Context: an optimization exercise on an open-source flow, tuned for small area, a short achievable clock period and few clock cycles per item. The choices shown serve that exercise and are no tape-out recipe. In this exercise RTL edits were held to simulation tests only and were not proved equivalent to the original.

==> flow/design.v (excerpt) <==
module modular_exponentiation_core #(
    parameter int OPERAND_WIDTH = mexp_pkg::OPERAND_WIDTH_DEF
) (
    input  logic                            clk,
    input  logic                            rst_n,
    input  logic                            start,
    output logic                            busy,
    input  logic signed [OPERAND_WIDTH-1:0] base_value,
    input  logic        [OPERAND_WIDTH-1:0] exponent,
    input  logic        [OPERAND_WIDTH-1:0] modulus,
    output logic        [OPERAND_WIDTH-1:0] power_result,
    output logic                            modulus_zero,
    output logic                            done
);
==> flow/config.mk <==
export PLATFORM = sky130hd
export DESIGN_NAME = modular_exponentiation_core
export DESIGN_NICKNAME = modular_exponentiation_core
export VERILOG_FILES = /design/flow/design.v
export SDC_FILE = /design/flow/constraint.sdc
export NUM_CORES = 4
export LEC_CHECK = 0
export CAP_MARGIN = 20
export CORE_MARGIN = 2
export CORE_UTILIZATION = 40
export SETUP_SLACK_MARGIN = 5
export SLEW_MARGIN = 20
export SYNTH_HIERARCHICAL = 1
export SYNTH_MINIMUM_KEEP_SIZE = 0
==> flow/constraint.sdc <==
create_clock -name core_clock -period 9.0 [get_ports {clk}]
set_input_delay 1.8000 -clock core_clock [delete_from_list [all_inputs] [get_ports {clk}]]
set_output_delay 1.8000 -clock core_clock [all_outputs]
set_load 0.01 [all_outputs]
standard.sh (not shown) runs the stock make flow with config.mk's settings and CLKGATE_MAP_FILE= SYNTH_SCRIPT=/design/flow/synth_recipe.tcl, a recipe that flattens the netlist after the stock synthesis.
==> flow/flow/run.sh <==
#!/bin/bash
# Standard ORFS layout, with the resizer aiming for more setup slack than
# the design's clock period needs (the constraints are unchanged).
set -euo pipefail
bash standard.sh SETUP_SLACK_MARGIN=6.5 finish > orfs_make.log 2>&1
The first run produced a clean layout.
Testbench counts at the start, summed over its fixed seeds: cycles 302,768, items 192.
Rerun with:
==> flow/run.sh (new file) <==
#!/bin/bash
# synth_recipe.tcl (not shown) runs the flow's synth.tcl, then flattens the netlist and writes it again
# the make line also repeats each setting of config.mk as NAME=value (left out here)
make -C /OpenROAD-flow-scripts/flow DESIGN_CONFIG=/design/flow/config.mk WORK_HOME=/design/flow/orfs CLKGATE_MAP_FILE= SYNTH_SCRIPT=/design/flow/synth_recipe.tcl finish
removed: flow/flow/run.sh
removed: flow/standard.sh
The new run passed the timing, design-rule and antenna checks.
Cell count falls by about 5%.
Count of clock-buffer cells in the layout came out lower by 3.
Wire length shrinks by about 9%.
First-iteration DRC count falls by 19%.
Cell area is lower by about 10%.
Non-clock buffer count is lower by 156.
Worst setup slack degrades by 0.64 ns.
Global-route usage drops by 1.6 points.
Via count falls by about 5%.
Worst hold slack degrades by 0.014 ns.
Rerun with:
==> flow/flow/run.sh (new file) <==
#!/bin/bash
# Standard ORFS layout, with the resizer aiming for more setup slack than
# the design's clock period needs (the constraints are unchanged).
set -euo pipefail
bash standard.sh SETUP_SLACK_MARGIN=6.5 finish > orfs_make.log 2>&1
==> flow/standard.sh (new file) <==
#!/bin/bash
# synth_recipe.tcl (not shown) runs the flow's synth.tcl, then flattens the netlist and writes it again
# the make line also repeats each setting of config.mk as NAME=value (left out here)
make -C /OpenROAD-flow-scripts/flow DESIGN_CONFIG=/design/flow/config.mk WORK_HOME=/design/flow/orfs CLKGATE_MAP_FILE= SYNTH_SCRIPT=/design/flow/synth_recipe.tcl "${@:-finish}"
Settings changed: CORE_UTILIZATION 40 to 60, CTS_BUF_LIST set to sky130_fd_sc_hd__clkbuf_4 sky130_fd_sc_hd__clkbuf_8, CTS_CLUSTER_SIZE set to 30.
removed: flow/run.sh
After rerunning: The new run passed the timing, design-rule and antenna checks. Via count went up by 7.0%. Wire length went up by 2.6%. Fmax went up by 19%. Clock skew stays flat. Setup slack improved by 0.58 ns. Hold slack improved by 0.0040 ns. First-iteration DRC count went up by 36%. Area after synthesis stays the same.
Rerun with:
==> flow/flow/run.sh (replaced) <==
#!/bin/bash
# Standard ORFS layout with two changes that leave the constraints alone:
# synthesis leaves adders as plain gates for abc to map (no full/half adder
# cells), and the resizer aims for more setup slack than the clock needs.
set -euo pipefail
bash standard.sh ADDER_MAP_FILE= SETUP_SLACK_MARGIN=6.5 finish > orfs_make.log 2>&1
Settings changed: CORE_UTILIZATION 60 to 40, CTS_BUF_LIST sky130_fd_sc_hd__clkbuf_4 sky130_fd_sc_hd__clkbuf_8 to unset, CTS_CLUSTER_SIZE 30 to unset.
The changed run finished clean.
Register-to-register slack stays flat.
Via count rose by 11%.
Sequential cell count is unchanged.
Design area rose by 7.6%.
Worst setup slack gains 0.051 ns.
Cell count rose by 15%.
Utilization fell by 22 points.
Sequential share of layout area fell by 1.8 points.
Die area rose by 52%.
Non-clock buffer count rose by 53.

port drivers added, routing unchanged:
Ports are ideal in the flow. The routed layouts listed here were re-timed in OpenROAD.
Step 1 (the two cells are an assumption about what drives the block):
set clk [get_ports {clk}]
set_driving_cell -lib_cell sky130_fd_sc_hd__clkbuf_16 $clk
set_driving_cell -lib_cell sky130_fd_sc_hd__buf_2 [delete_from_list [all_inputs] $clk]
Step 2 moves the port delays by t, midway between the first and last clock arrival at a register: inputs arrive t later, outputs are due t later. That takes back most of the time a late clock gives input paths.
Three values: ideal, step 1, step 2; two values: the first two.
| run | shift t [ns] | slack for setup (ns) | worst slew at a driven data input, ns | cell pins on the clock port's net |
|---|---|---|---|---|
| the first run | 0.607 | 5.923 / 5.865 / 6.013 | 0.07 | 1 |
| the second run | 0.596 | 5.286 / 5.226 / 5.392 | 0.08 | 1 |
| the third run | 0.681 | 5.870 / 5.820 / 5.976 | 0.04 | 1 |
| the fourth run | 0.631 | 5.921 / 5.860 / 5.966 | 0.06 | 1 |
After both steps setup and hold are still met in every run listed.
